Source: an optimization exercise on an open RTL-to-GDS flow (aim: small area and a short achievable clock period). Production flows keep margins and buffers that such runs may drop.
At most, simulation tests tie the RTL to the original design; equivalence was not proved.
Function not checked in run 6: the RTL went through the layout flow alone.
Power and IR drop assume default switching activity.

**design/flow/run.sh**
```bash
#!/bin/bash
# synth_recipe.tcl (not shown) runs the flow's synth.tcl, then flattens the netlist and writes it again
# the make line also repeats each setting of config.mk as NAME=value (left out here)
make -C /OpenROAD-flow-scripts/flow DESIGN_CONFIG=/design/flow/config.mk WORK_HOME=/design/flow/orfs CLKGATE_MAP_FILE= SYNTH_SCRIPT=/design/flow/synth_recipe.tcl finish
```
**design/flow/config.mk**
```make
export PLATFORM = sky130hd
export DESIGN_NAME = fu_top
export DESIGN_NICKNAME = fu_top
export VERILOG_FILES = /design/flow/design.v
export SDC_FILE = /design/flow/constraint.sdc
export NUM_CORES = 4
export LEC_CHECK = 0
export CAP_MARGIN = 20
export CORE_MARGIN = 2
export CORE_UTILIZATION = 40
export PLACE_DENSITY = 0.6
export SLEW_MARGIN = 20
```
**design/flow/constraint.sdc**
```tcl
create_clock -name core_clock -period 13.0 [get_ports {clk_i}]
set_input_delay 2.6000 -clock core_clock [delete_from_list [all_inputs] [get_ports {clk_i}]]
set_output_delay 2.6000 -clock core_clock [all_outputs]
set_load 0.01 [all_outputs]
```
**design/flow/design.v**
```verilog
`timescale 1ns/100ps
package fu_pkg;
  localparam int unsigned N_BITS = 32;
  localparam int unsigned ACC_LEN_W = 16;
  localparam int unsigned SHAMT_W = 5;
  typedef logic [N_BITS-1:0] data_t;
  typedef logic [ACC_LEN_W-1:0] acc_len_t;
  typedef enum logic [3:0] {
    NOP  = 4'd0,
    ADD  = 4'd1,
    SUB  = 4'd2,
    MUL  = 4'd3,
    LSH  = 4'd4,
    ARSH = 4'd5,
    LRSH = 4'd6,
    MIN  = 4'd7,
    MAX  = 4'd8,
    ABS  = 4'd9,
    ACC  = 4'd10,
    DIV  = 4'd11,
    REM  = 4'd12
  } fu_op_e;
endpackage
`timescale 1ns/100ps
module fu_alu (
  input  fu_pkg::fu_op_e instr_i,
  input  fu_pkg::data_t  a_i,
  input  fu_pkg::data_t  b_i,
  output fu_pkg::data_t  res_o
);
  fu_pkg::data_t               add_a;
  fu_pkg::data_t               add_b;
  logic                add_cin;
  logic [fu_pkg::N_BITS:0]     add_full;
  fu_pkg::data_t               add_res;
  logic                a_lt_b;
  fu_pkg::data_t               mul_res;
  fu_pkg::data_t               pp [fu_pkg::N_BITS/2];
  fu_pkg::data_t               pp_neg;
  logic [fu_pkg::SHAMT_W-1:0]  shamt;
  fu_pkg::data_t               a_rev;
  logic [2*fu_pkg::N_BITS-1:0] shift_in;
  logic [2*fu_pkg::N_BITS-1:0] shift_full;
  fu_pkg::data_t               shift_res;
  fu_pkg::data_t               lsh_res;
  always_comb begin
    add_a   = a_i;
    add_b   = b_i;
    add_cin = 1'b0;
    case (instr_i)
      fu_pkg::SUB, fu_pkg::MIN, fu_pkg::MAX: begin
        add_b   = ~b_i;
        add_cin = 1'b1;
      end
      fu_pkg::ABS: begin
        add_a   = '0;
        add_b   = ~a_i;
        add_cin = 1'b1;
      end
      default: begin
        add_cin = 1'b0;
      end
    endcase
  end
  assign add_full = {add_a, add_cin} + {add_b, add_cin};
  assign add_res  = add_full[fu_pkg::N_BITS:1];
  assign a_lt_b = (a_i[fu_pkg::N_BITS-1] != b_i[fu_pkg::N_BITS-1]) ? a_i[fu_pkg::N_BITS-1] : add_res[fu_pkg::N_BITS-1];
  always_comb begin
    logic [fu_pkg::N_BITS:0] bx;
    logic bneg, bone, btwo;
    bx = {b_i, 1'b0};
    pp_neg = '0;
    for (int i = 0; i < fu_pkg::N_BITS/2; i++) begin
      bneg = bx[2*i+2];
      bone = bx[2*i+1] ^ bx[2*i];
      btwo = (bx[2*i+2] & ~bx[2*i+1] & ~bx[2*i]) | (~bx[2*i+2] & bx[2*i+1] & bx[2*i]);
      pp[i] = '0;
      for (int k = 2*i; k < fu_pkg::N_BITS; k++) begin
        pp[i][k] = ((bone & a_i[k-2*i]) | (btwo & ((k > 2*i) ? a_i[k-2*i-1] : 1'b0))) ^ bneg;
      end
      pp_neg[2*i] = bneg;
    end
  end
  always_comb begin
    mul_res = pp_neg;
    for (int i = 0; i < fu_pkg::N_BITS/2; i++) begin
      mul_res = mul_res + pp[i];
    end
  end
  assign shamt = b_i[fu_pkg::SHAMT_W-1:0];
  always_comb begin
    for (int i = 0; i < fu_pkg::N_BITS; i++) begin
      a_rev[i] = a_i[fu_pkg::N_BITS-1-i];
    end
  end
  always_comb begin
    case (instr_i)
      fu_pkg::LSH:     shift_in = {{fu_pkg::N_BITS{1'b0}}, a_rev};
      fu_pkg::LRSH:    shift_in = {{fu_pkg::N_BITS{1'b0}}, a_i};
      default: shift_in = {{fu_pkg::N_BITS{a_i[fu_pkg::N_BITS-1]}}, a_i};
    endcase
  end
  assign shift_full = shift_in >> shamt;
  assign shift_res  = shift_full[fu_pkg::N_BITS-1:0];
  always_comb begin
    for (int i = 0; i < fu_pkg::N_BITS; i++) begin
      lsh_res[i] = shift_res[fu_pkg::N_BITS-1-i];
    end
  end
  always_comb begin
    case (instr_i)
      fu_pkg::ADD, fu_pkg::ACC, fu_pkg::SUB: res_o = add_res;
      fu_pkg::MUL:           res_o = mul_res;
      fu_pkg::LSH:           res_o = lsh_res;
      fu_pkg::ARSH, fu_pkg::LRSH:    res_o = shift_res;
      fu_pkg::MIN:           res_o = a_lt_b ? a_i : b_i;
      fu_pkg::MAX:           res_o = a_lt_b ? b_i : a_i;
      fu_pkg::ABS:           res_o = a_i[fu_pkg::N_BITS-1] ? add_res : a_i;
      default:       res_o = '0;
    endcase
  end
endmodule
`timescale 1ns/100ps
module fu_acc_ctrl (
  input  logic             clk_i,
  input  logic             rst_n_i,
  input  logic             acc_en_i,
  input  logic             ops_valid_i,
  input  logic             pea_ready_i,
  input  fu_pkg::acc_len_t acc_len_i,
  output logic             acc_valid_o,
  output logic             acc_loopback_o
);
  fu_pkg::acc_len_t cnt_q;
  logic     accept;
  logic     run_end;
  assign accept = ops_valid_i & pea_ready_i;
  assign run_end = (cnt_q == acc_len_i);
  always_ff @(posedge clk_i or negedge rst_n_i) begin
    if (!rst_n_i) begin
      cnt_q          <= '0;
      acc_loopback_o <= 1'b0;
    end else if (!acc_en_i) begin
      cnt_q          <= '0;
      acc_loopback_o <= 1'b0;
    end else if (accept) begin
      if (run_end) begin
        cnt_q          <= '0;
        acc_loopback_o <= 1'b0;
      end else begin
        cnt_q          <= cnt_q + fu_pkg::acc_len_t'(1);
        acc_loopback_o <= 1'b1;
      end
    end
  end
  assign acc_valid_o = ops_valid_i & run_end;
endmodule
`timescale 1ns/100ps
module div_stage #(
  parameter int unsigned J = 0
) (
  input  fu_pkg::data_t rem_i,
  input  fu_pkg::data_t quo_i,
  input  fu_pkg::data_t divisor_i,
  output fu_pkg::data_t rem_o,
  output fu_pkg::data_t quo_o
);
  localparam int unsigned W = J + 1;
  logic [W-1:0] rem_ext;
  logic [W:0]   diff;
  logic         hi_zero;
  logic         fits;
  if (J == 0) begin : g_first
    assign rem_ext = quo_i[fu_pkg::N_BITS-1];
  end else begin : g_next
    assign rem_ext = {rem_i[J-1:0], quo_i[fu_pkg::N_BITS-1]};
  end
  if (J >= fu_pkg::N_BITS - 1) begin : g_full
    assign hi_zero = 1'b1;
  end else begin : g_part
    assign hi_zero = ~|divisor_i[fu_pkg::N_BITS-1:J+1];
  end
  assign diff = {1'b0, rem_ext} - {1'b0, divisor_i[W-1:0]};
  assign fits = hi_zero & ~diff[W];
  always_comb begin
    rem_o        = '0;
    rem_o[W-1:0] = fits ? diff[W-1:0] : rem_ext;
  end
  assign quo_o = {quo_i[fu_pkg::N_BITS-2:0], fits};
endmodule
`timescale 1ns/100ps
module div_pipe #(
  parameter logic [31:0] REG_AFTER = 32'h11110820
) (
  input  logic          clk_i,
  input  logic          rst_n_i,
  input  logic          in_valid_i,
  input  logic          pea_ready_i,
  input  fu_pkg::data_t a_i,
  input  fu_pkg::data_t b_i,
  output fu_pkg::data_t q_o,
  output fu_pkg::data_t r_o,
  output logic          valid_o
);
  localparam int unsigned N = fu_pkg::N_BITS;
  fu_pkg::data_t rem   [N+1];
  fu_pkg::data_t quo   [N+1];
  fu_pkg::data_t dvs   [N+1];
  logic          neg_q [N+1];
  logic          neg_r [N+1];
  logic          vld   [N+1];
  fu_pkg::data_t rem_nxt [N];
  fu_pkg::data_t quo_nxt [N];
  logic a_neg;
  logic b_neg;
  logic b_zero;
  assign a_neg  = a_i[N-1];
  assign b_neg  = b_i[N-1];
  assign b_zero = (b_i == '0);
  assign rem[0]   = '0;
  assign quo[0]   = a_neg ? -a_i : a_i;
  assign dvs[0]   = b_neg ? -b_i : b_i;
  assign neg_q[0] = (a_neg ^ b_neg) & ~b_zero;
  assign neg_r[0] = a_neg;
  assign vld[0]   = in_valid_i;
  for (genvar j = 0; j < N; j++) begin : g_step
    div_stage #(
      .J(j)
    ) div_stage_inst (
      .rem_i    (rem[j]),
      .quo_i    (quo[j]),
      .divisor_i(dvs[j]),
      .rem_o    (rem_nxt[j]),
      .quo_o    (quo_nxt[j])
    );
    if (REG_AFTER[j]) begin : g_reg
      logic [j:0]    rem_q;
      fu_pkg::data_t quo_q;
      fu_pkg::data_t dvs_q;
      logic          neg_q_q;
      logic          neg_r_q;
      logic          vld_q;
      always_ff @(posedge clk_i or negedge rst_n_i) begin
        if (!rst_n_i) begin
          vld_q <= 1'b0;
        end else if (pea_ready_i) begin
          vld_q <= vld[j];
        end
      end
      always_ff @(posedge clk_i) begin
        if (pea_ready_i) begin
          rem_q   <= rem_nxt[j][j:0];
          quo_q   <= quo_nxt[j];
          dvs_q   <= dvs[j];
          neg_q_q <= neg_q[j];
          neg_r_q <= neg_r[j];
        end
      end
      always_comb begin
        rem[j+1]      = '0;
        rem[j+1][j:0] = rem_q;
      end
      assign quo[j+1]   = quo_q;
      assign dvs[j+1]   = dvs_q;
      assign neg_q[j+1] = neg_q_q;
      assign neg_r[j+1] = neg_r_q;
      assign vld[j+1]   = vld_q;
    end else begin : g_comb
      assign rem[j+1]   = rem_nxt[j];
      assign quo[j+1]   = quo_nxt[j];
      assign dvs[j+1]   = dvs[j];
      assign neg_q[j+1] = neg_q[j];
      assign neg_r[j+1] = neg_r[j];
      assign vld[j+1]   = vld[j];
    end
  end
  assign q_o     = neg_q[N] ? -quo[N] : quo[N];
  assign r_o     = neg_r[N] ? -rem[N] : rem[N];
  assign valid_o = vld[N];
endmodule
`timescale 1ns/100ps
module fu_top #(
  parameter int unsigned DIV_STAGE_BITS = 2
) (
  input  logic             clk_i,
  input  logic             rst_n_i,
  input  logic             ops_valid_i,
  input  logic             pea_ready_i,
  input  fu_pkg::data_t    a_i,
  input  fu_pkg::data_t    b_i,
  input  fu_pkg::fu_op_e   instr_i,
  input  fu_pkg::acc_len_t acc_len_i,
  output logic             valid_o,
  output logic             acc_loopback_o,
  output fu_pkg::data_t    res_o,
  output fu_pkg::data_t    rem_q_o
);
  fu_pkg::fu_op_e alu_op;
  logic   is_acc;
  logic   is_div;
  logic   is_rem;
  logic   acc_en;
  logic   acc_valid;
  logic   div_in_valid;
  logic   div_valid;
  fu_pkg::data_t  alu_res;
  fu_pkg::data_t  div_q;
  fu_pkg::data_t  div_r;
  always_comb begin
    alu_op = fu_pkg::NOP;
    is_acc = 1'b0;
    is_div = 1'b0;
    is_rem = 1'b0;
    case (instr_i)
      fu_pkg::ADD, fu_pkg::SUB, fu_pkg::MUL, fu_pkg::LSH, fu_pkg::ARSH, fu_pkg::LRSH, fu_pkg::MIN, fu_pkg::MAX, fu_pkg::ABS: begin
        alu_op = instr_i;
      end
      fu_pkg::ACC: begin
        alu_op = fu_pkg::ACC;
        is_acc = 1'b1;
      end
      fu_pkg::DIV:     is_div = 1'b1;
      fu_pkg::REM:     is_rem = 1'b1;
      default: alu_op = fu_pkg::NOP;
    endcase
  end
  assign acc_en       = is_acc;
  assign div_in_valid = ops_valid_i & (is_div | is_rem);
  fu_alu fu_alu_inst (
    .instr_i(alu_op),
    .a_i    (a_i),
    .b_i    (b_i),
    .res_o  (alu_res)
  );
  fu_acc_ctrl fu_acc_ctrl_inst (
    .clk_i         (clk_i),
    .rst_n_i       (rst_n_i),
    .acc_en_i      (acc_en),
    .ops_valid_i   (ops_valid_i),
    .pea_ready_i   (pea_ready_i),
    .acc_len_i     (acc_len_i),
    .acc_valid_o   (acc_valid),
    .acc_loopback_o(acc_loopback_o)
  );
  div_pipe div_pipe_inst (
    .clk_i      (clk_i),
    .rst_n_i    (rst_n_i),
    .in_valid_i (div_in_valid),
    .pea_ready_i(pea_ready_i),
    .a_i        (a_i),
    .b_i        (b_i),
    .q_o        (div_q),
    .r_o        (div_r),
    .valid_o    (div_valid)
  );
  assign valid_o = (is_div | is_rem) ? div_valid :
                   is_acc            ? acc_valid : ops_valid_i;
  always_comb begin
    res_o   = alu_res;
    rem_q_o = '0;
    if (is_div) begin
      res_o   = div_q;
      rem_q_o = div_r;
    end else if (is_rem) begin
      res_o   = div_r;
      rem_q_o = div_q;
    end
  end
endmodule
```
==> reports/metrics.csv, run 1 <==
metric;value;unit
status;timing/DRC/antenna clean;
setup violators final;0;
clk root buf;clkbuf_16;
largest net degree at the start of global routing;189;
min cycle time layout;12.70;ns
syn_nets;8656;
CTS Buf Count;57;
first-pass iteration count of the detailed router;8;
critical path's most frequent cell;fa_1;
ANT nets after route;0;
CTS tree;yes;
placed insts;10800;
WL/cell;22.2;µm
Routed WL;245;mm
worst hold path class;flip-flop to flip-flop;
fraction of layout cells with a size suffix above 1;23.6;%
Starting Density;40.3;%
Final #Nets;9783;
Worst path max stage delay;0.53;ns
prevailing post-synth register cell;edfxtp_1;
Layout fillers;15700;
footprint of the multi-input gates;50400;µm²
syn avg cell area;8.80;µm²
Reg power frac;9.4;%
Design Area, Final;84600;µm²
RSZ-0062 raised after global routing;yes;
number of port buffers;153;
Clock Skew;0.0859;ns
Slew Viols, Final;0;
I/O pins;154;
Seq. cell area;15800;µm²
Peak Freq;0.0788;GHz
Cell variety after synth;101;
Clock Sinks;529;
max cap viols;0;
HPWL after DPL;197;mm
worst rel slew slack;28.0;%
Internal Pwr Total;11600;µW
overall routing resource usage;27.3;%
vias in the first global route;61600;
site row count;150;
GR Overflow Total;0;
Slowest-stage cell, CP;fa_1;
EDFF count, synth;506;
crit path kind;input port to primary output;
fin cells;11000;
first-pass GRT wire length;367;mm
die height;415;µm
Vias;63500;
Yosys reg bits;529;
gpl congestion;0.998;
DRC viols;0;
placed inst area;79600;µm²
initial drt markers;5659;
CTS max path bufs;3;
Worst Setup Start Kind;input port;
vias per cell;5.75;
Net Switching;10700;µW
Reg clk slew, reported paths;0.06;ns
Worst EP arrival;10.10;ns
data required time at the worst endpoint;10.40;ns
Post-Syn Area;67500;µm²
PD cells;264;nW/µm²
post-synthesis cell count;7668;
initial antenna violation count;7;
Post-synth ARST share;4.35;%
most frequent cells in the layout;buf_4, ha_1, xnor2_1;
area grow syn2layout;25.4;%
post-synthesis sequential area ratio;23.4;%
Max FO, Critical Path;7;
Slew @ Worst Pin;1.08;ns
hold bufs inserted after CTS;0;
die width;415;µm
CP endpoint kind;primary output;
Skew-Pair Late Insertion Delay;0.68;ns
Final Hold Fails;0;
total core area;167000;µm²
Peak VDD IR;1270;µV
share of total power in combinational logic;83.1;%
leak pwr;0.0366;µW
final core utilization;50.5;%
most common cell after layout, fill and taps aside;buf_4;
final clock period utilization by the worst path;97.7;%
die area;172000;µm²
Switching Share;48.1;%
H-Tree Depth;2;
synth warn;93;
Clk network pwr share;7.5;%
[final cells by class]
class                           count  share of cell area (%)
Inverter                          512                    2.28
Tap cell                         2204                    3.26
Clock inverter                     45                   0.623
Clock buffer                       61                    1.70
Timing Repair Buffer             1454                    13.9
Antenna cell                        1                 0.00296
Sequential cell                   529                    18.6
Multi-Input combinational cell   6241                    59.6
[power groups by stage]
stage          registers, µW  logic (µW)  clock network (µW)
6_report                2090       18500                1680
5_1_grt                 2100       19900                1780
4_1_cts                 2090       17400                1720
3_5_place_dp            2130       16800                   0
3_3_place_gp            2130       16700                   0
2_1_floorplan           2080        9120                   0
[Yosys cell counts (21+ instances only)]
cell	number	area, µm²
nand3_1	127	636
nor2_1	490	1840
fa_1	219	4380
nor3_1	148	741
o31ai_1	63	473
ha_1	681	8520
o21a_1	115	863
o41ai_1	28	245
nand4_1	36	225
o221ai_1	44	385
a31oi_1	59	369
a221oi_1	52	455
o21ai_1	27	135
a21oi_1	486	2430
and3_1	59	369
inv_1	503	1890
o21ai_0	483	2420
and2_1	66	413
a211oi_1	60	450
nand2b_1	108	676
a22oi_1	262	1970
buf_1	65	244
or3_1	54	338
nor2b_1	103	644
xor2_1	196	1720
mux2i_1	147	1470
clkbuf_1	311	1170
a21boi_0	48	360
edfxtp_1	506	15200
dfrtp_1	23	576
xnor2_1	651	5700
mux2_2	246	2770
nor4_1	38	238
a221o_1	25	250
o211ai_1	34	255
nand2_1	563	2110
a21o_1	173	1300
or2_2	21	131
o21bai_1	47	353
[layer usage]
metal | GRT usage, % | wire, µm | up-vias
met5 | 0 | 27 | -
li1 | - | - | 30200
met3 | 4.17 | 16300 | 480
met2 | 45.9 | 115000 | 2084
met4 | 11.1 | 11700 | 4
met1 | 35.0 | 102000 | 30700
[worst paths after layout]
kind                                                          start                                        to  slack, ns  cells after the start
min in group asynchronous                                   rst_n_i                 fu_acc_ctrl_inst.cnt_q[5]       1.92                      1
min                        div_pipe_inst.g_step[16].g_reg.dvs_q[23]  div_pipe_inst.g_step[20].g_reg.dvs_q[23]       0.39                      0
max in group asynchronous                                   rst_n_i           fu_acc_ctrl_inst.acc_loopback_o      10.65                      1
min reg2reg                div_pipe_inst.g_step[16].g_reg.dvs_q[23]  div_pipe_inst.g_step[20].g_reg.dvs_q[23]       0.39                      0
max reg2reg                  div_pipe_inst.g_step[5].g_reg.rem_q[0]   div_pipe_inst.g_step[11].g_reg.rem_q[2]       0.32                     77
max                                                          b_i[2]                                 res_o[31]       0.30                     32
[per-stage QoR]
step	setup TNS (ns)	setup WS, ns	hold WS (ns)	total power, µW
after floorplan	0	0.000288	0.400	11200
after global placement	-26.84	-0.633	0.401	18800
after CTS	0	0.00254	0.381	21300
after detailed placement	-46.64	-0.875	0.405	18900
final	0	0.304	0.392	22300
after global routing	-6.02	-0.354	0.400	23800
[cells by family (layout without fill, tap and decap cells)]
group           Yosys count  after routing  synth area share, %
simple gates           1905           1906                 13.5
other cells               0              1                    0
flops                   529            529                 23.4
fa+ha+maj               900            900                 19.1
buf+inv                 900           2072                 5.04
compound gates         2179           2180                 21.2
xor+xnor                847            847                 11.0
mux                     408            408                 6.71
[repair_timing]
action,in CTS,in global routing
endpoints found under the setup margin,148,158
setup buffers,55,65
pin swaps,93,250
cloned,4,1
gates resized for setup,173,381
[flip-flops by register name, summed over array words and instances (netlist names)]
| signal | flops |
|---|---|
| fu_acc_ctrl_inst.acc_loopback_o | 1 |
| div_pipe_inst.g_step.g_reg.rem_q | 110 |
| div_pipe_inst.g_step.g_reg.neg_q_q | 6 |
| div_pipe_inst.g_step.g_reg.vld_q | 6 |
| fu_acc_ctrl_inst.cnt_q | 16 |
| div_pipe_inst.g_step.g_reg.neg_r_q | 6 |
| div_pipe_inst.g_step.g_reg.quo_q | 192 |
| div_pipe_inst.g_step.g_reg.dvs_q | 192 |
[critical path: cells and delay by family]
kind	cells	cell delay, ns
xor gates and xnor gates	2	0.27
buffers and inverters	9	1.50
AOI/OAI and AO/OA	10	1.80
and+or+nand+nor	3	0.50
adders and majority gates	8	3.42
==> run 2, diff against run 1 <==
--- a/design/flow/design.v
+++ b/design/flow/design.v
@@ -157,40 +157,55 @@
 endmodule
 `timescale 1ns/100ps
 module div_stage #(
-  parameter int unsigned J = 0
+  parameter int unsigned J0 = 0,
+  parameter int unsigned N  = 1
 ) (
-  input  fu_pkg::data_t rem_i,
-  input  fu_pkg::data_t quo_i,
-  input  fu_pkg::data_t divisor_i,
-  output fu_pkg::data_t rem_o,
-  output fu_pkg::data_t quo_o
+  input  logic [((J0 > 0) ? J0 : 1)-1:0] rem_i,
+  input  logic [N-1:0]                   dvd_i,
+  input  fu_pkg::data_t                  divisor_i,
+  output logic [J0+N-1:0]                rem_o,
+  output logic [N-1:0]                   quo_o
 );
-  localparam int unsigned W = J + 1;
-  logic [W-1:0] rem_ext;
-  logic [W:0]   diff;
-  logic         hi_zero;
-  logic         fits;
-  if (J == 0) begin : g_first
-    assign rem_ext = quo_i[fu_pkg::N_BITS-1];
-  end else begin : g_next
-    assign rem_ext = {rem_i[J-1:0], quo_i[fu_pkg::N_BITS-1]};
-  end
-  if (J >= fu_pkg::N_BITS - 1) begin : g_full
-    assign hi_zero = 1'b1;
-  end else begin : g_part
-    assign hi_zero = ~|divisor_i[fu_pkg::N_BITS-1:J+1];
+  localparam int unsigned NB = fu_pkg::N_BITS;
+  fu_pkg::data_t rem [N+1];
+  if (J0 > 0) begin : g_rin
+    always_comb begin
+      rem[0]       = '0;
+      rem[0][J0-1:0] = rem_i;
+    end
+  end else begin : g_rzero
+    assign rem[0] = '0;
   end
-  assign diff = {1'b0, rem_ext} - {1'b0, divisor_i[W-1:0]};
-  assign fits = hi_zero & ~diff[W];
-  always_comb begin
-    rem_o        = '0;
-    rem_o[W-1:0] = fits ? diff[W-1:0] : rem_ext;
+  for (genvar s = 0; s < N; s++) begin : g_step
+    localparam int unsigned J = J0 + s;
+    localparam int unsigned W = J + 1;
+    logic [W-1:0] rem_ext;
+    logic [W:0]   diff;
+    logic         hi_zero;
+    logic         fits;
+    if (J == 0) begin : g_first
+      assign rem_ext = dvd_i[N-1-s];
+    end else begin : g_next
+      assign rem_ext = {rem[s][J-1:0], dvd_i[N-1-s]};
+    end
+    if (J >= NB - 1) begin : g_full
+      assign hi_zero = 1'b1;
+    end else begin : g_part
+      assign hi_zero = ~|divisor_i[NB-1:J+1];
+    end
+    assign diff = {1'b0, rem_ext} - {1'b0, divisor_i[W-1:0]};
+    assign fits = hi_zero & ~diff[W];
+    always_comb begin
+      rem[s+1]        = '0;
+      rem[s+1][W-1:0] = fits ? diff[W-1:0] : rem_ext;
+    end
+    assign quo_o[N-1-s] = fits;
   end
-  assign quo_o = {quo_i[fu_pkg::N_BITS-2:0], fits};
+  assign rem_o = rem[N][J0+N-1:0];
 endmodule
 `timescale 1ns/100ps
 module div_pipe #(
-  parameter logic [31:0] REG_AFTER = 32'h11110820
+  parameter logic [31:0] REG_AFTER = 32'h08420820
 ) (
   input  logic          clk_i,
   input  logic          rst_n_i,
@@ -202,20 +217,40 @@
   output fu_pkg::data_t r_o,
   output logic          valid_o
 );
-  localparam int unsigned N = fu_pkg::N_BITS;
-  fu_pkg::data_t rem   [N+1];
-  fu_pkg::data_t quo   [N+1];
-  fu_pkg::data_t dvs   [N+1];
-  logic          neg_q [N+1];
-  logic          neg_r [N+1];
-  logic          vld   [N+1];
-  fu_pkg::data_t rem_nxt [N];
-  fu_pkg::data_t quo_nxt [N];
+  localparam int unsigned NB = fu_pkg::N_BITS;
+  function automatic int unsigned seg_begin(input int unsigned k);
+    int unsigned n;
+    int unsigned b;
+    n = 0;
+    b = (k == 0) ? 0 : NB;
+    for (int unsigned j = 0; j < NB - 1; j++) begin
+      if (REG_AFTER[j]) begin
+        n = n + 1;
+        if (n == k) b = j + 1;
+      end
+    end
+    seg_begin = b;
+  endfunction
+  function automatic int unsigned seg_count();
+    int unsigned n;
+    n = 1;
+    for (int unsigned j = 0; j < NB - 1; j++) begin
+      if (REG_AFTER[j]) n = n + 1;
+    end
+    seg_count = n;
+  endfunction
+  localparam int unsigned NSEG = seg_count();
+  fu_pkg::data_t rem   [NSEG+1];
+  fu_pkg::data_t quo   [NSEG+1];
+  fu_pkg::data_t dvs   [NSEG+1];
+  logic          neg_q [NSEG+1];
+  logic          neg_r [NSEG+1];
+  logic          vld   [NSEG+1];
   logic a_neg;
   logic b_neg;
   logic b_zero;
-  assign a_neg  = a_i[N-1];
-  assign b_neg  = b_i[N-1];
+  assign a_neg  = a_i[NB-1];
+  assign b_neg  = b_i[NB-1];
   assign b_zero = (b_i == '0);
   assign rem[0]   = '0;
   assign quo[0]   = a_neg ? -a_i : a_i;
@@ -223,18 +258,36 @@
   assign neg_q[0] = (a_neg ^ b_neg) & ~b_zero;
   assign neg_r[0] = a_neg;
   assign vld[0]   = in_valid_i;
-  for (genvar j = 0; j < N; j++) begin : g_step
+  for (genvar k = 0; k < NSEG; k++) begin : g_seg
+    localparam int unsigned B = seg_begin(k);
+    localparam int unsigned E = seg_begin(k + 1);
+    localparam int unsigned N = E - B;
+    logic [((B > 0) ? B : 1)-1:0] rem_in;
+    logic [E-1:0]                 rem_nxt;
+    logic [N-1:0]                 q_bits;
+    fu_pkg::data_t                quo_nxt;
+    if (B > 0) begin : g_rin
+      assign rem_in = rem[k][B-1:0];
+    end else begin : g_rzero
+      assign rem_in = 1'b0;
+    end
     div_stage #(
-      .J(j)
+      .J0(B),
+      .N (N)
     ) div_stage_inst (
-      .rem_i    (rem[j]),
-      .quo_i    (quo[j]),
-      .divisor_i(dvs[j]),
-      .rem_o    (rem_nxt[j]),
-      .quo_o    (quo_nxt[j])
+      .rem_i    (rem_in),
+      .dvd_i    (quo[k][NB-1:NB-N]),
+      .divisor_i(dvs[k]),
+      .rem_o    (rem_nxt),
+      .quo_o    (q_bits)
     );
-    if (REG_AFTER[j]) begin : g_reg
-      logic [j:0]    rem_q;
+    if (N < NB) begin : g_shift
+      assign quo_nxt = {quo[k][NB-N-1:0], q_bits};
+    end else begin : g_whole
+      assign quo_nxt = q_bits;
+    end
+    if (REG_AFTER[E-1]) begin : g_reg
+      logic [E-1:0]  rem_q;
       fu_pkg::data_t quo_q;
       fu_pkg::data_t dvs_q;
       logic          neg_q_q;
@@ -244,39 +297,42 @@
         if (!rst_n_i) begin
           vld_q <= 1'b0;
         end else if (pea_ready_i) begin
-          vld_q <= vld[j];
+          vld_q <= vld[k];
         end
       end
       always_ff @(posedge clk_i) begin
         if (pea_ready_i) begin
-          rem_q   <= rem_nxt[j][j:0];
-          quo_q   <= quo_nxt[j];
-          dvs_q   <= dvs[j];
-          neg_q_q <= neg_q[j];
-          neg_r_q <= neg_r[j];
+          rem_q   <= rem_nxt;
+          quo_q   <= quo_nxt;
+          dvs_q   <= dvs[k];
+          neg_q_q <= neg_q[k];
+          neg_r_q <= neg_r[k];
         end
       end
       always_comb begin
-        rem[j+1]      = '0;
-        rem[j+1][j:0] = rem_q;
+        rem[k+1]        = '0;
+        rem[k+1][E-1:0] = rem_q;
       end
-      assign quo[j+1]   = quo_q;
-      assign dvs[j+1]   = dvs_q;
-      assign neg_q[j+1] = neg_q_q;
-      assign neg_r[j+1] = neg_r_q;
-      assign vld[j+1]   = vld_q;
+      assign quo[k+1]   = quo_q;
+      assign dvs[k+1]   = dvs_q;
+      assign neg_q[k+1] = neg_q_q;
+      assign neg_r[k+1] = neg_r_q;
+      assign vld[k+1]   = vld_q;
     end else begin : g_comb
-      assign rem[j+1]   = rem_nxt[j];
-      assign quo[j+1]   = quo_nxt[j];
-      assign dvs[j+1]   = dvs[j];
-      assign neg_q[j+1] = neg_q[j];
-      assign neg_r[j+1] = neg_r[j];
-      assign vld[j+1]   = vld[j];
+      always_comb begin
+        rem[k+1]        = '0;
+        rem[k+1][E-1:0] = rem_nxt;
+      end
+      assign quo[k+1]   = quo_nxt;
+      assign dvs[k+1]   = dvs[k];
+      assign neg_q[k+1] = neg_q[k];
+      assign neg_r[k+1] = neg_r[k];
+      assign vld[k+1]   = vld[k];
     end
   end
-  assign q_o     = neg_q[N] ? -quo[N] : quo[N];
-  assign r_o     = neg_r[N] ? -rem[N] : rem[N];
-  assign valid_o = vld[N];
+  assign q_o     = neg_q[NSEG] ? -quo[NSEG] : quo[NSEG];
+  assign r_o     = neg_r[NSEG] ? -rem[NSEG] : rem[NSEG];
+  assign valid_o = vld[NSEG];
 endmodule
 `timescale 1ns/100ps
 module fu_top #(
--- a/design/flow/config.mk
+++ b/design/flow/config.mk
@@ -5,8 +5,10 @@
 export SDC_FILE = /design/flow/constraint.sdc
 export NUM_CORES = 4
 export LEC_CHECK = 0
+export ABC_AREA = 1
 export CAP_MARGIN = 20
 export CORE_MARGIN = 2
 export CORE_UTILIZATION = 40
 export PLACE_DENSITY = 0.6
+export SETUP_SLACK_MARGIN = 2.0
 export SLEW_MARGIN = 20
==> reports/metrics.csv, run 2 <==
metric;value;unit
GR met3 Demand/Resource;4.66;%
initial antenna violation count;15;
Reg2Reg Depth;78;
Clock Skew;0.0586;ns
GRT met1 Usage;44.0;%
first-pass GRT wire length;453;mm
largest family of logic cells by synthesized area;simple AND/OR/NAND/NOR gates;
Final Hold Fails;0;
die height;421;µm
placed inst area;78300;µm²
post-synthesis sequential area ratio;18.8;%
syn_nets;11100;
Post-Syn Area;69500;µm²
site row count;152;
crit path kind;flip-flop to primary output;
max cap viols;0;
Max FO, Critical Path;11;
worst rel slew slack;26.7;%
cells taking the most area after synthesis;edfxtp_1, nand2_1, ha_1;
setup_tns;0;ns
synth cell count leaders;nand2_1, inv_1, ha_1, a21oi_1, nor2_1;
top-count cell post-synth;nand2_1;
CTS tree;yes;
EDFF count, synth;417;
syn avg cell area;6.86;µm²
Worst Setup Start Kind;flip-flop;
most frequent cells in the layout;nand2_1, inv_1, buf_4;
setup violators final;0;
fraction of layout cells with a size suffix above 1;20.6;%
worst hold path class;flip-flop to flip-flop;
Synth Area in Compound Gates;17.0;%
Final #Nets;12000;
Peak Freq;0.0822;GHz
Yosys reg bits;439;
Worst EP arrival;9.57;ns
total power;19900;µW
Worst path max stage delay;0.46;ns
Post-synth ARST share;5.01;%
Slew Viols, Final;0;
Design Area, Final;88100;µm²
Routed WL;318;mm
gpl congestion;1.06;
WL/cell;23.7;µm
HPWL after DPL;249;mm
most common cell after layout, fill and taps aside;nand2_1;
final core utilization;51.2;%
Slowest-stage cell, CP;edfxtp_1;
die area;177000;µm²
first-pass iteration count of the detailed router;8;
Post-Synth XOR/XNOR Area;10.1;%
final clock period utilization by the worst path;93.6;%
top flop regs;div_pipe_inst.g_seg.g_reg.dvs_q (160), div_pipe_inst.g_seg.g_reg.quo_q (160), div_pipe_inst.g_seg.g_reg.rem_q (87);
hold bufs inserted after CTS;0;
overall routing resource usage;34.1;%
PD cells;226;nW/µm²
ANT nets after route;0;
initial drt markers;6940;
Placement Setup Slack;-0.373;ns
H-Tree Depth;2;
vias per cell;5.67;
I/O pins;154;
DRC viols;0;
area leader, netlist;edfxtp_1;
min cycle time layout;12.17;ns
HP Start;div_pipe_inst.g_seg[3].g_reg.quo_q[2];
number of port buffers;153;
Slew @ Worst Pin;1.10;ns
post-synthesis cell count;10100;
RR Startpoint;div_pipe_inst.g_seg[0].g_reg.dvs_q[16];
post-synthesis adder-cell area fraction;18.6;%
hold path depth;0;
Hold EP;div_pipe_inst.g_seg[4].g_reg.quo_q[7];
clk root buf;clkbuf_16;
Skew-Pair Late Insertion Delay;0.65;ns
Post-Synth Simple-Gate Area;26.4;%
Reg clk slew, reported paths;0.06;ns
Peak VDD IR;562;µV
GR peak layer;met2;
Synth top area share;18.0;%
die width;421;µm
largest net degree at the start of global routing;187;
Final WS setup;0.835;ns
leak pwr;0.0413;µW
synth warn;29;
status;timing/DRC/antenna clean;
area grow syn2layout;26.8;%
vias in the first global route;71500;
Starting Density;40.4;%
FF-to-FF setup slack;1.43;ns
CTS Buf Count;51;
prevailing post-synth register cell;edfxtp_1;
Cell variety after synth;65;
GR Overflow Total;0;
CTS max path bufs;3;
total core area;172000;µm²
RSZ-0062 raised after global routing;yes;
reg2reg end;div_pipe_inst.g_seg[1].g_reg.quo_q[0];
Clock Sinks;439;
Vias;76000;
data required time at the worst endpoint;10.40;ns
met2 usage;55.3;%
CP endpoint kind;primary output;
multiplexer area fraction after synthesis;0.268;%
run 2: cell types whose count changed after synthesis, moves of 128 or more:
| cell | delta |
|---|---|
| a22oi_1 | -257 |
| o22ai_1 | +259 |
| o21ai_1 | +128 |
| a21oi_1 | +173 |
| xor2_1 | +414 |
| o21ai_0 | +130 |
| xnor2_1 | -463 |
| mux2i_1 | -143 |
| inv_1 | +666 |
| mux2_2 | -233 |
| nand3_1 | +442 |
| nor2_1 | +168 |
| nand2_1 | +1939 |
run 2: final cells by class:
type                    instances  area (µm²)
repair inverters                2        16.3
diodes                          2        5.00
clock buffers                  57        1320
multi-input cells            8105       54900
inverters                    1228        4820
clock inverters                39         493
flip-flops and latches        439       13100
repair buffers               1215       10600
well taps                    2310        2890
fillers                     16800       84100
run 2: how the worst max path moves through the flow:
stage / from / endpoint / slack [ns] / cells after the start
after global placement: a_i[0] / div_pipe_inst.g_seg[0].g_reg.rem_q[3] / -0.34 / 64
after floorplan: b_i[0] / div_pipe_inst.g_seg[0].g_reg.rem_q[3] / 2.01 / 67
final: div_pipe_inst.g_seg[4].g_reg.dvs_q[21] / res_o[12] / 0.83 / 67
after detailed placement: a_i[0] / div_pipe_inst.g_seg[0].g_reg.rem_q[1] / -0.37 / 62
after global routing: div_pipe_inst.g_seg[4].g_reg.dvs_q[21] / rem_q_o[22] / 0.42 / 70
after CTS: div_pipe_inst.g_seg[2].g_reg.dvs_q[5] / div_pipe_inst.g_seg[3].g_reg.rem_q[10] / 0.79 / 76
run 2: per-layer routing:
| layer | vias to the layer above | share of wire (%) |
|---|---|---|
| li1 | 35800 | - |
| met1 | 36000 | 41 |
| met2 | 3330 | 45 |
| met3 | 860 | 7.0 |
| met4 | 22 | 6.5 |
| met5 | - | 0.046 |
run 2: what timing repair did:
item | 4_1_cts | 5_1_grt
pin swaps | 96 | 240
setup endpoints to repair | 157 | 159
resized for setup | 640 | 696
setup buffers | 164 | 155
gates cloned | 15 | 19
run 2: cells by family (layout without fill, tap and decap cells):
kind of cell,count (synthesis),count (layout)
other,0,2
buffers and inverters,1579,2541
AND/OR/NAND/NOR,4296,4300
multiplexers,17,17
flip-flops,439,439
AO/OA/AOI/OAI,2090,2090
XOR/XNOR,798,798
adder cells (fa/ha/maj),900,900
run 2: power by group:
part | internal (µW) | total [µW] | switching [µW]
combinational | 6960 | 16600 | 9600
clock | 921 | 1560 | 642
sequential | 1670 | 1760 | 87.8
total | 9550 | 19900 | 10300
run 2: critical path: cells and delay by family, from the launching register on:
kind	cells	cell delay (ns)
simple gates	42	4.47
buf+inv	17	2.03
fa+ha+maj	5	1.27
flops	1	0.46
compound gates	2	0.41
xor+xnor	1	0.21
run 2: per-stage QoR:
| stage | hold slack [ns] | instances |
|---|---|---|
| after floorplan | 0.400 | 10100 |
| after global placement | 0.402 | 12900 |
| after detailed placement | 0.405 | 12900 |
| after CTS | 0.366 | 13200 |
| after global routing | 0.387 | 13400 |
| final | 0.373 | 13400 |
==> run 3, diff against run 2 <==
--- a/design/flow/config.mk
+++ b/design/flow/config.mk
@@ -10,5 +10,4 @@
 export CORE_MARGIN = 2
 export CORE_UTILIZATION = 40
 export PLACE_DENSITY = 0.6
-export SETUP_SLACK_MARGIN = 2.0
 export SLEW_MARGIN = 20
==> reports/metrics.csv, run 3 <==
metric;value;unit
Clock Sinks;439;
Reg2Reg Depth;84;
setup_tns;0;ns
Hold Worst Slack;0.380;ns
Worst EP arrival;10.16;ns
Slew @ Worst Pin;1.12;ns
top flop regs;div_pipe_inst.g_seg.g_reg.dvs_q (160), div_pipe_inst.g_seg.g_reg.quo_q (160), div_pipe_inst.g_seg.g_reg.rem_q (87);
Internal Pwr Total;8830;µW
CTS tree;yes;
hold path depth;0;
H-Tree Depth;2;
FF-to-FF setup slack;0.92;ns
Peak VDD IR;724;µV
area grow syn2layout;16.9;%
Synth top area share;18.0;%
CTS max path bufs;3;
area leader, netlist;edfxtp_1;
first-pass iteration count of the detailed router;8;
DR WL met2;134;mm
WL/cell;23.0;µm
Max FO, Critical Path;10;
Post-synth ARST share;5.01;%
clk root buf;clkbuf_16;
Slew Viols, Final;0;
Clk network pwr share;8.2;%
Cell variety after synth;65;
Hold EP;div_pipe_inst.g_seg[3].g_reg.quo_q[16];
placed inst area;77600;µm²
Post-Syn Area;69500;µm²
site row count;152;
leak pwr;0.0389;µW
Net Switching;9700;µW
vias in the first global route;69000;
reg2reg end;div_pipe_inst.g_seg[2].g_reg.rem_q[16];
largest net degree at the start of global routing;164;
Final #Nets;11700;
HPWL after DPL;247;mm
prevailing post-synth register cell;edfxtp_1;
top-count cell post-synth;nand2_1;
Top Metal Used;met5;
RR Startpoint;div_pipe_inst.g_seg[1].g_reg.dvs_q[6];
I/O pins;154;
Placement Setup Slack;-0.232;ns
crit path kind;input port to primary output;
overall routing resource usage;32.8;%
die height;421;µm
Yosys reg bits;439;
Vias;72900;
PD cells;228;nW/µm²
gpl congestion;1.07;
vias per cell;5.59;
most common cell after layout, fill and taps aside;nand2_1;
most frequent cells in the layout;nand2_1, inv_1, buf_4;
Peak Freq;0.0783;GHz
max cap viols;0;
total core area;172000;µm²
post-synthesis cell count;10100;
setup violators final;0;
worst hold path class;flip-flop to flip-flop;
DRC viols;0;
Reg power frac;9.5;%
share of total power in combinational logic;82.3;%
initial drt markers;6758;
Reg clk slew, reported paths;0.06;ns
Worst Setup Start Kind;input port;
worst rel slew slack;25.1;%
GR Overflow Total;0;
metal1 wirelength;123;mm
HP Start;div_pipe_inst.g_seg[2].g_reg.quo_q[11];
Skew-Pair Late Insertion Delay;0.65;ns
Starting Density;40.4;%
CP endpoint kind;primary output;
Design Area, Final;81200;µm²
die area;177000;µm²
Clock Skew;0.0506;ns
Final WS setup;0.236;ns
EDFF count, synth;417;
syn avg cell area;6.86;µm²
initial antenna violation count;21;
cells taking the most area after synthesis;edfxtp_1, nand2_1, ha_1;
Routed WL;300;mm
Final Hold Fails;0;
min cycle time layout;12.76;ns
final core utilization;47.2;%
die width;421;µm
status;timing/DRC/antenna clean;
synth warn;29;
post-synthesis sequential area ratio;18.8;%
hold bufs inserted after CTS;0;
first-pass GRT wire length;435;mm
fraction of layout cells with a size suffix above 1;12.0;%
Switching Share;52.4;%
CTS Buf Count;49;
number of port buffers;153;
ANT nets after route;0;
synth cell count leaders;nand2_1, inv_1, ha_1, a21oi_1, nor2_1;
data required time at the worst endpoint;10.40;ns
met3 wire len;23.2;mm
final clock period utilization by the worst path;98.2;%
syn_nets;11100;
[run 3: cell count changes in the layout (fill, tap and decap cells not counted), moves of 59 or more]
| cell | before | now |
|---|---|---|
| o21ai_0 | 501 | 567 |
| nand2_2 | 188 | 80 |
| nand2_1 | 2328 | 2466 |
| nand3_2 | 89 | 30 |
| buf_4 | 947 | 668 |
| inv_1 | 1080 | 1139 |
| ha_4 | 137 | 29 |
| ha_1 | 530 | 639 |
| nand3_1 | 494 | 558 |
[run 3: repair_timing]
item | in CTS | in global routing
setup buffers | 8 | 48
endpoints found under the setup margin | 90 | 154
pin swaps | 1 | 40
cloned | 1 | 2
resized for setup | 50 | 321
[run 3: area by class of cell]
cell class | instances | area [µm²]
inverter | 1228 | 4700
sequential | 439 | 13100
tap | 2310 | 2890
timing repair buffer | 862 | 7330
clock inverter | 34 | 492
multi-input combinational | 8103 | 51500
fill | 17700 | 90900
antenna | 6 | 15.0
clock buffer | 58 | 1260
[run 3: per-stage QoR]
stage               power (µW)  std cells
CTS                      18000      13000
floorplan                10800      10100
global route             20100      13000
global placement         16300      12900
finish                   18500      13000
detailed placement       16300      12900
[run 3: worst max-delay path: stages]
cell and delay (ns):
clkdlybuf4s50_1 0.56, clkinv_1 0.36, buf_4 0.34, buf_4 0.18
o22ai_1 0.22, xor2_1 0.20, fa_1 0.44, inv_1 0.08
fa_1 0.45, fa_1 0.54, fa_1 0.53, fa_1 0.50
ha_1 0.31, ha_1 0.38, nand4_1 0.20, nor4_2 0.35
a21oi_1 0.16, or2_2 0.31, buf_4 0.13, nand3_1 0.15
nand4_1 0.25, nand3b_1 0.28, nor2_4 0.18, buf_4 0.16
nand3_1 0.08, dlymetal6s2s_1 0.20
[run 3: how the worst max path moves through the flow]
stage / end / start / cells after the start / slack, ns
floorplan: res_o[29] / b_i[1] / 33 / 0.98
global placement: res_o[20] / b_i[12] / 27 / -0.14
detailed placement: div_pipe_inst.g_seg[0].g_reg.rem_q[3] / a_i[0] / 65 / -0.23
CTS: div_pipe_inst.g_seg[3].g_reg.rem_q[12] / div_pipe_inst.g_seg[2].g_reg.dvs_q[2] / 76 / 0.006
global route: rem_q_o[20] / div_pipe_inst.g_seg[4].g_reg.dvs_q[21] / 59 / -0.1
finish: res_o[20] / a_i[11] / 26 / 0.24
[run 3: power groups by stage]
stage / Combinational, µW / Sequential (µW) / Clock, µW
floorplan: 9050 / 1730 / 0
global placement: 14600 / 1780 / 0
detailed placement: 14500 / 1780 / 0
CTS: 14700 / 1750 / 1560
global route: 16700 / 1760 / 1600
finish: 15300 / 1750 / 1520
[run 3: metal layers]
metal	track usage, %	up-vias
met1	42.0	34200
met4	18.3	16
met3	5.41	765
met2	52.4	2884
met5	0	-
li1	-	35100
[run 3: cell families after synthesis]
family	Yosys count	synth area share, %
adders and majority gates	900	18.6
DFF	439	18.8
buffers and inverters	1579	8.88
and+or+nand+nor	4296	26.4
AOI/OAI and AO/OA	2090	17.0
xor gates and xnor gates	798	10.1
muxes	17	0.268
==> run 4, diff against run 3 <==
--- a/design/flow/config.mk
+++ b/design/flow/config.mk
@@ -8,6 +8,7 @@
 export ABC_AREA = 1
 export CAP_MARGIN = 20
 export CORE_MARGIN = 2
-export CORE_UTILIZATION = 40
-export PLACE_DENSITY = 0.6
+export CORE_UTILIZATION = 65
+export PLACE_DENSITY = 0.8
+export SETUP_SLACK_MARGIN = 1.5
 export SLEW_MARGIN = 20
==> reports/metrics.csv, run 4 <==
metric;value;unit
post-synthesis cell count;10100;
prevailing post-synth register cell;edfxtp_1;
status;stopped before the end;
overall routing resource usage;66.6;%
area leader, netlist;edfxtp_1;
synth warn;29;
number of port buffers;153;
hold bufs inserted after CTS;0;
synth cell count leaders;nand2_1, inv_1, ha_1, a21oi_1, nor2_1;
HPWL after DPL;222;mm
die width;331;µm
gpl congestion;1.20;
clk root buf;clkbuf_16;
Yosys reg bits;439;
placed inst area;74400;µm²
error msg;[ERROR GRT-0232] Routing congestion too high. Check the congestion heatmap in the GUI.;
Synth top area share;18.0;%
Stop stage;5_1_grt;
Clock Sinks;439;
Cell variety after synth;65;
I/O pins;154;
H-Tree Depth;2;
Post-synth ARST share;5.01;%
top-count cell post-synth;nand2_1;
CTS Buf Count;48;
syn avg cell area;6.86;µm²
EDFF count, synth;417;
worst_ep grt;rem_q_o[22];
post-synthesis sequential area ratio;18.8;%
die height;331;µm
Placement Setup Slack;-0.0528;ns
cells taking the most area after synthesis;edfxtp_1, nand2_1, ha_1;
CTS max path bufs;3;
GR Overflow Total;53;
largest net degree at the start of global routing;209;
worst endpoint pin kind;top-level output;
Starting Density;65.8;%
syn_nets;11100;
site row count;119;
Post-Syn Area;69500;µm²
## run 4: cell counts after synthesis
No cell type changed its count.
## run 4: repair_timing
item | in CTS
setup endpoints to repair | 156
buffers inserted | 177
cloned | 13
resized for setup | 789
pin swaps | 171
## run 4: cells by family after synthesis
group,after synthesis,share of synthesized area [%]
buffers and inverters,1579,8.88
flip-flops,439,18.8
XOR/XNOR,798,10.1
AND/OR/NAND/NOR,4296,26.4
adder cells (fa/ha/maj),900,18.6
multiplexers,17,0.268
AO/OA/AOI/OAI,2090,17.0
## run 4: worst max path at each step
stage	startpoint	end	slack [ns]	cells past startpoint
after CTS	div_pipe_inst.g_seg[1].g_reg.dvs_q[31]	div_pipe_inst.g_seg[2].g_reg.rem_q[6]	1.22	80
after global placement	b_i[6]	res_o[13]	0.22	31
after detailed placement	div_pipe_inst.g_seg[1].g_reg.dvs_q[1]	div_pipe_inst.g_seg[2].g_reg.rem_q[16]	-0.05	75
after floorplan	b_i[0]	res_o[29]	1.51	34
## run 4: power by group through the flow
stage	Sequential [µW]	Clock [µW]	Combinational, µW
floorplan	1730	0	9080
global placement	1780	0	13300
detailed placement	1780	0	13500
CTS	1750	1450	15600
## run 4: metal layers
| layer | GRT usage (%) | overflow |
|---|---|---|
| met1 | 69.8 | 0 |
| met2 | 85.9 | 21 |
| met3 | 46.3 | 1 |
| met4 | 61.3 | 31 |
| met5 | 16.8 | 0 |
## run 4: through the flow
stage	TNS (ns)	instances
global placement	0	11700
detailed placement	-0.0573	11700
CTS	0	12000
floorplan	0	10100
==> run 5, diff against run 4 <==
==> design/flow/config.mk (replaced) <==
export PLATFORM = sky130hd
export DESIGN_NAME = fu_top
export DESIGN_NICKNAME = fu_top
export VERILOG_FILES = /design/flow/design.v
export SDC_FILE = /design/flow/constraint.sdc
export NUM_CORES = 4
export LEC_CHECK = 0
export ABC_AREA = 1
export CAP_MARGIN = 5
export CORE_MARGIN = 2
export CORE_UTILIZATION = 50
export GPL_TIMING_DRIVEN = 0
export PLACE_DENSITY = 0.65
export SLEW_MARGIN = 5
==> reports/metrics.csv, run 5 <==
metric;value;unit
status;finished with violations;
SO Viols;setup timing;
ANT nets after route;0;
die height;377;µm
first-pass iteration count of the detailed router;10;
Post-Syn Area;69500;µm²
GR Overflow Total;0;
total power;19500;µW
Clock Sinks;439;
Internal Pwr Total;8380;µW
setup violators final;2;
syn avg cell area;6.86;µm²
synth warn;29;
RSZ-0062 raised after global routing;yes;
Skew-Pair Late Insertion Delay;0.62;ns
Reg power frac;9.0;%
syn_nets;11100;
Worst EP arrival;10.44;ns
prevailing post-synth register cell;edfxtp_1;
placed insts;12100;
post-synthesis sequential area ratio;18.8;%
largest net degree at the start of global routing;125;
CTS tree;yes;
Placement Setup Slack;-3.99;ns
Post-synth ARST share;5.01;%
number of port buffers;140;
Cell variety after synth;65;
Starting Density;50.5;%
initial antenna violation count;19;
final core utilization;58.5;%
Hold EP;div_pipe_inst.g_seg[2].g_reg.neg_r_q;
HP Start;div_pipe_inst.g_seg[1].g_reg.neg_r_q;
cells taking the most area after synthesis;edfxtp_1, nand2_1, ha_1;
fin cells;12400;
reg2reg end;div_pipe_inst.g_seg[2].g_reg.rem_q[13];
Peak VDD IR;1730;µV
total core area;138000;µm²
Final WS setup;-0.0358;ns
RR Startpoint;div_pipe_inst.g_seg[1].g_reg.dvs_q[20];
die area;142000;µm²
Synth top area share;18.0;%
first-pass GRT wire length;455;mm
worst rel slew slack;12.1;%
worst hold path class;flip-flop to flip-flop;
clk root buf;clkbuf_16;
Layout fillers;13100;
Slew Viols, Final;0;
EDFF count, synth;417;
min cycle time layout;13.04;ns
Yosys reg bits;439;
final clock period utilization by the worst path;100;%
Final Hold Fails;0;
CTS max path bufs;3;
Reg clk slew, reported paths;0.05;ns
Worst path max stage delay;0.61;ns
most common cell after layout, fill and taps aside;nand2_1;
site row count;136;
max cap viols;0;
Slew @ Worst Pin;1.32;ns
overall routing resource usage;43.3;%
Final #Nets;11500;
die width;377;µm
Routed WL;319;mm
vias per cell;6.15;
Max FO, Critical Path;11;
DRC viols;0;
I/O pins;154;
Clk network pwr share;7.0;%
Net Switching;11200;µW
data required time at the worst endpoint;10.40;ns
gpl congestion;1.15;
top flop regs;div_pipe_inst.g_seg.g_reg.dvs_q (160), div_pipe_inst.g_seg.g_reg.quo_q (160), div_pipe_inst.g_seg.g_reg.rem_q (87);
most frequent cells in the layout;nand2_1, inv_1, a21oi_1;
post-synthesis cell count;10100;
PD cells;243;nW/µm²
Worst Setup Start Kind;input port;
Vias;76100;
hold path depth;0;
FF-to-FF setup slack;0.39;ns
CTS Buf Count;48;
share of total power in combinational logic;84.0;%
Reg2Reg Depth;75;
HPWL after DPL;255;mm
H-Tree Depth;2;
area leader, netlist;edfxtp_1;
initial drt markers;9209;
vias in the first global route;71500;
Slowest-stage cell, CP;fa_1;
Clock Skew;0.0235;ns
top-count cell post-synth;nand2_1;
Peak Freq;0.0767;GHz
synth cell count leaders;nand2_1, inv_1, ha_1, a21oi_1, nor2_1;
CP endpoint kind;primary output;
WL/cell;25.7;µm
Switching Share;57.1;%
area grow syn2layout;15.9;%
leak pwr;0.0380;µW
fraction of layout cells with a size suffix above 1;13.0;%
crit path kind;input port to primary output;
run 5: cell counts after synthesis:
Identical to the previous run, type by type.
run 5: critical path, delay by kind of cell:
kind | cells | cell delay (ns)
compound gates | 7 | 1.52
xor+xnor | 1 | 0.14
simple gates | 4 | 0.59
fa+ha+maj | 8 | 3.44
buf+inv | 11 | 2.11
run 5: how the worst max path moves through the flow:
stage                                          startpoint                                      to  cells after the start  slack (ns)
finish                                             b_i[1]                               res_o[21]                     31       -0.04
global route        div_pipe_inst.g_seg[1].g_reg.dvs_q[9]  div_pipe_inst.g_seg[2].g_reg.rem_q[11]                     78       -0.27
CTS                                                b_i[1]                               res_o[30]                     33      0.0007
detailed placement                                 b_i[0]                               res_o[14]                     36       -3.99
global placement                              pea_ready_i              fu_acc_ctrl_inst.cnt_q[15]                      6       -5.47
floorplan                                          b_i[1]                               res_o[29]                     33        0.98
run 5: per-layer routing:
layer,wire (µm),global-route usage [%],vias up
met4,27200,28.6,22
met1,121000,53.2,35700
met3,34000,11.0,1262
met5,343,0.0686,-
met2,136000,66.9,4333
li1,-,-,34800
run 5: cells by family after synthesis:
| kind of cell | count (synthesis) | synth area share [%] |
|---|---|---|
| AOI/OAI and AO/OA | 2090 | 17.0 |
| muxes | 17 | 0.268 |
| DFF | 439 | 18.8 |
| buffers and inverters | 1579 | 8.88 |
| and+or+nand+nor | 4296 | 26.4 |
| adders and majority gates | 900 | 18.6 |
| xor gates and xnor gates | 798 | 10.1 |
run 5: power by group through the flow:
| stage | clock (µW) | combinational (µW) | sequential, µW |
|---|---|---|---|
| 3_3_place_gp | 0 | 13800 | 1820 |
| 5_1_grt | 1450 | 17500 | 1760 |
| 2_1_floorplan | 0 | 9050 | 1730 |
| 6_report | 1380 | 16400 | 1760 |
| 4_1_cts | 1400 | 14900 | 1750 |
| 3_5_place_dp | 0 | 13800 | 1780 |
run 5: repair_timing:
action                     in CTS  in global routing
setup endpoints to repair     157                155
pin swaps                      35                142
cloned                          1                 13
resized for setup             637                766
hold buffers                    0                  0
buffers inserted               66                167
run 5: layout make-up:
type	count	area, µm²	share of cell area [%]
buffer	340	2330	2.89
timing repair buffer	386	3290	4.09
inverter	1228	4890	6.08
sequential	439	13100	16.2
clock buffer	58	1280	1.59
tap	1794	2240	2.79
clock inverter	29	283	0.351
multi-input combinational	8105	53100	65.9
antenna	8	20.0	0.0249
run 5: stage by stage:
step           area (µm²)  TNS [ns]  hold WS (ns)
6_report            80500   -0.0612         0.417
2_1_floorplan       69500         0         0.400
3_3_place_gp        73100  -2095.97         0.401
5_1_grt             80500     -9.51         0.422
3_5_place_dp        73200   -250.88         0.405
4_1_cts             76900         0         0.417
==> run 6, diff against run 5 <==
--- a/design/flow/design.v
+++ b/design/flow/design.v
@@ -20,6 +20,22 @@
     DIV  = 4'd11,
     REM  = 4'd12
   } fu_op_e;
+  function automatic logic [N_BITS:0] div_step(input logic [N_BITS-1:0] rem,
+                                               input logic              dvd_bit,
+                                               input logic [N_BITS-1:0] dvs,
+                                               input int unsigned       j);
+    logic [N_BITS-1:0] mask;
+    logic [N_BITS-1:0] rem_ext;
+    logic [N_BITS:0]   diff;
+    logic              hi_zero;
+    logic              fits;
+    mask    = (j >= N_BITS - 1) ? '1 : ((N_BITS'(1) << (j + 1)) - N_BITS'(1));
+    rem_ext = {rem[N_BITS-2:0], dvd_bit} & mask;
+    hi_zero = ((dvs & ~mask) == '0);
+    diff    = {1'b0, rem_ext} - {1'b0, dvs & mask};
+    fits    = hi_zero & ~diff[N_BITS];
+    div_step = {fits, (fits ? diff[N_BITS-1:0] : rem_ext) & mask};
+  endfunction
 endpackage
 `timescale 1ns/100ps
 module fu_alu (
@@ -262,25 +278,23 @@
     localparam int unsigned B = seg_begin(k);
     localparam int unsigned E = seg_begin(k + 1);
     localparam int unsigned N = E - B;
-    logic [((B > 0) ? B : 1)-1:0] rem_in;
     logic [E-1:0]                 rem_nxt;
     logic [N-1:0]                 q_bits;
     fu_pkg::data_t                quo_nxt;
-    if (B > 0) begin : g_rin
-      assign rem_in = rem[k][B-1:0];
-    end else begin : g_rzero
-      assign rem_in = 1'b0;
-    end
-    div_stage #(
-      .J0(B),
-      .N (N)
-    ) div_stage_inst (
-      .rem_i    (rem_in),
-      .dvd_i    (quo[k][NB-1:NB-N]),
-      .divisor_i(dvs[k]),
-      .rem_o    (rem_nxt),
-      .quo_o    (q_bits)
-    );
+    always_comb begin
+      fu_pkg::data_t r;
+      fu_pkg::data_t d;
+      logic [NB:0]   st;
+      r = rem[k];
+      d = quo[k];
+      for (int unsigned j = B; j < E; j++) begin
+        st = fu_pkg::div_step(r, d[NB-1], dvs[k], j);
+        r  = st[NB-1:0];
+        d  = {d[NB-2:0], st[NB]};
+      end
+      rem_nxt = r[E-1:0];
+      q_bits  = d[N-1:0];
+    end
     if (N < NB) begin : g_shift
       assign quo_nxt = {quo[k][NB-N-1:0], q_bits};
     end else begin : g_whole
==> design/flow/config.mk (replaced) <==
export PLATFORM = sky130hd
export DESIGN_NAME = fu_top
export DESIGN_NICKNAME = fu_top
export VERILOG_FILES = /design/flow/design.v
export SDC_FILE = /design/flow/constraint.sdc
export NUM_CORES = 4
export LEC_CHECK = 0
export ABC_AREA = 1
export CAP_MARGIN = 20
export CORE_MARGIN = 2
export CORE_UTILIZATION = 40
export PLACE_DENSITY = 0.6
export SLEW_MARGIN = 20
export SYNTH_HIERARCHICAL = 1
==> reports/metrics.csv, run 6 <==
metric;value;unit
status;timing/DRC/antenna clean;
EDFF count, synth;417;
Final #Nets;12500;
setup_tns;0;ns
Reg2Reg Depth;60;
Hold EP;div_pipe_inst.g_seg[1].g_reg.quo_q[21];
PD cells;208;nW/µm²
H-Tree Depth;2;
hold bufs inserted after CTS;0;
Post-synth ARST share;5.01;%
data required time at the worst endpoint;10.40;ns
min cycle time layout;12.61;ns
Synth top area share;17.4;%
Reg clk slew, reported paths;0.06;ns
initial drt markers;7374;
max cap viols;0;
first-pass GRT wire length;459;mm
final clock period utilization by the worst path;97.0;%
first-pass iteration count of the detailed router;8;
Worst path max stage delay;0.63;ns
RR Startpoint;div_pipe_inst.g_seg[2].g_reg.dvs_q[3];
post-synthesis adder-cell area fraction;18.0;%
synth cell count leaders;nand2_1, inv_1, nand3_1, nor2_1, ha_1;
die area;184000;µm²
site row count;155;
Post-Syn Area;72100;µm²
Routed WL;311;mm
post-synthesis sequential area ratio;18.1;%
Synth Area in Compound Gates;14.8;%
cells taking the most area after synthesis;edfxtp_1, nand2_1, ha_1;
multiplexer area fraction after synthesis;0.0573;%
largest family of logic cells by synthesized area;simple AND/OR/NAND/NOR gates;
initial antenna violation count;19;
Hold Worst Slack;0.381;ns
largest net degree at the start of global routing;182;
top-count cell post-synth;nand2_1;
Post-Synth XOR/XNOR Area;8.90;%
Starting Density;40.3;%
Peak VDD IR;490;µV
ANT nets after route;0;
WL/cell;22.3;µm
I/O pins;154;
Worst Setup Start Kind;input port;
Layout fillers;18700;
die width;429;µm
GR Overflow Total;0;
synth warn;17;
die height;429;µm
CP endpoint kind;primary output;
DRC viols;0;
Slowest-stage cell, CP;clkdlybuf4s50_1;
Yosys reg bits;439;
vias per cell;5.53;
total power;17600;µW
worst hold path class;flip-flop to flip-flop;
Seq. cell area;13100;µm²
footprint of the multi-input gates;53500;µm²
CTS Buf Count;53;
worst rel slew slack;27.2;%
vias in the first global route;73600;
Clock Sinks;439;
Slew @ Worst Pin;1.09;ns
Slew Viols, Final;0;
clk root buf;clkbuf_16;
reg2reg end;div_pipe_inst.g_seg[3].g_reg.rem_q[8];
gpl congestion;1.02;
CTS max path bufs;3;
prevailing post-synth register cell;edfxtp_1;
area leader, netlist;edfxtp_1;
post-synthesis cell count;10800;
most frequent cells in the layout;nand2_1, inv_1, nand3_1;
FF-to-FF setup slack;1.05;ns
fraction of layout cells with a size suffix above 1;11.6;%
top flop regs;div_pipe_inst.g_seg.g_reg.dvs_q (160), div_pipe_inst.g_seg.g_reg.quo_q (160), div_pipe_inst.g_seg.g_reg.rem_q (87);
Vias;77100;
syn_nets;11800;
hold path depth;0;
Worst EP arrival;10.01;ns
total core area;179000;µm²
Cell variety after synth;73;
HP Start;div_pipe_inst.g_seg[0].g_reg.quo_q[15];
syn avg cell area;6.65;µm²
HPWL after DPL;257;mm
critical path's most frequent cell;nand2_1;
CTS tree;yes;
Max FO, Critical Path;13;
overall routing resource usage;32.6;%
leak pwr;0.0422;µW
area grow syn2layout;17.5;%
Final Hold Fails;0;
most common cell after layout, fill and taps aside;nand2_1;
crit path kind;input port to primary output;
Peak Freq;0.0793;GHz
Clock Skew;0.0495;ns
number of port buffers;153;
setup violators final;0;
Skew-Pair Late Insertion Delay;0.66;ns
Post-Synth Simple-Gate Area;30.9;%
==> run 6: kinds of logic after synthesis <==
logic type	after synthesis
AO/OA/AOI/OAI	1873
XOR/XNOR	733
adder cells (fa/ha/maj)	898
buffers and inverters	1697
flip-flops	439
multiplexers	4
AND/OR/NAND/NOR	5204
==> run 6: worst max path at each step <==
stage,endpoint,startpoint,slack (ns)
final,res_o[24],b_i[6],0.39
after floorplan,div_pipe_inst.g_seg[2].g_reg.rem_q[3],div_pipe_inst.g_seg[1].g_reg.dvs_q[1],1.57
after global placement,res_o[14],div_pipe_inst.g_seg[4].g_reg.dvs_q[0],-0.21
after detailed placement,res_o[16],div_pipe_inst.g_seg[4].g_reg.dvs_q[0],-0.11
after CTS,res_o[20],div_pipe_inst.g_seg[4].g_reg.dvs_q[15],0.006
after global routing,rem_q_o[17],div_pipe_inst.g_seg[4].g_reg.rem_q[3],-0.05
==> run 6: metal layers <==
metal	vias to the layer above	part of all wire (%)	track usage, %
li1	37300	-	-
met1	36300	43	43.3
met2	2934	45	52.7
met3	520	7.0	4.25
met4	8	5.2	14.7
met5	-	0.019	0
==> run 6: Yosys stat by module, one instance, submodules excluded <==
module       cells  cell area [µm²]  flip-flops and latches
div_pipe      7154            49800                     422
fu_alu        3145            19600                       0
fu_top         342             1430                       0
fu_acc_ctrl    207             1310                      17
==> run 6: layout make-up <==
class | instances | area share (%)
flip-flops and latches | 439 | 15.4
repair buffers | 956 | 9.66
multi-input cells | 8715 | 63.1
diodes | 3 | 0.00886
clock buffers | 59 | 1.62
well taps | 2355 | 3.48
clock inverters | 39 | 0.555
inverters | 1373 | 6.11
==> run 6: power breakdown <==
part / internal (µW) / switching [µW]
combinational: 5490 / 8790
clock: 928 / 655
sequential: 1670 / 88.9
total: 8080 / 9530
==> run 6: critical path, delay by kind of cell <==
kind | cells | cell delay, ns
fa+ha+maj | 7 | 3.13
compound gates | 5 | 0.72
xor+xnor | 1 | 0.23
buf+inv | 5 | 1.49
simple gates | 11 | 1.83
==> run 6: through the flow <==
| stage | setup slack (ns) | cell area (µm²) | std cells | utilization (%) |
|---|---|---|---|---|
| after global placement | -0.206 | 81400 | 13800 | 45.5 |
| after floorplan | 1.57 | 72100 | 10800 | - |
| after global routing | -0.0461 | 84700 | 13900 | 47.4 |
| after detailed placement | -0.109 | 81400 | 13800 | 45.5 |
| after CTS | 0.00573 | 83500 | 13900 | 46.7 |
| final | 0.385 | 84700 | 13900 | 47.4 |
==> run 6: repair_timing <==
action                                  in CTS  in global routing
pin swaps                                    6                 40
cloned                                       1                  3
setup buffers                                6                 29
endpoints found under the setup margin      62                146
gates resized for setup                     55                251

afterwards: timing with drivers on the ports:
The results above use ideal ports. As a check the final layouts listed here were re-extracted and re-timed, cells and wires unchanged.
Step 1, drivers: a clkbuf_16 drives clk_i and a buf_2 each remaining input, both assumed.
Step 2 adds t to the input delays and takes it off the output delays; t is the mean of the earliest and latest rising clock arrival at the registers after step 1. Input paths then give back, and output paths get back, about the clock's delay inside the block.
Slacks: no drivers / after step 1 / after step 2; pairs: no drivers / after step 1.
run	t, ns	slack for setup (ns)	hold WS [ns]	worst setup path at the end
run 1	0.717	0.304 / 0.227 / -0.185	0.392 / 0.392 / 0.392	input to register
run 2	0.700	0.835 / 0.756 / 0.551	0.373 / 0.373 / 0.373	input to register
run 3	0.706	0.236 / 0.204 / 0.204	0.380 / 0.380 / 0.380	input to output
run 5	0.695	-0.036 / -0.067 / -0.067	0.417 / 0.417 / 0.417	input to output
run 6	0.732	0.385 / 0.231 / 0.210	0.381 / 0.381 / 0.381	input to register
Met with ideal ports but missed after step 2: setup timing in run 1. The setup slack of run 1, which loses most, moves by -0.077 ns with the drivers and by -0.489 ns with both steps.
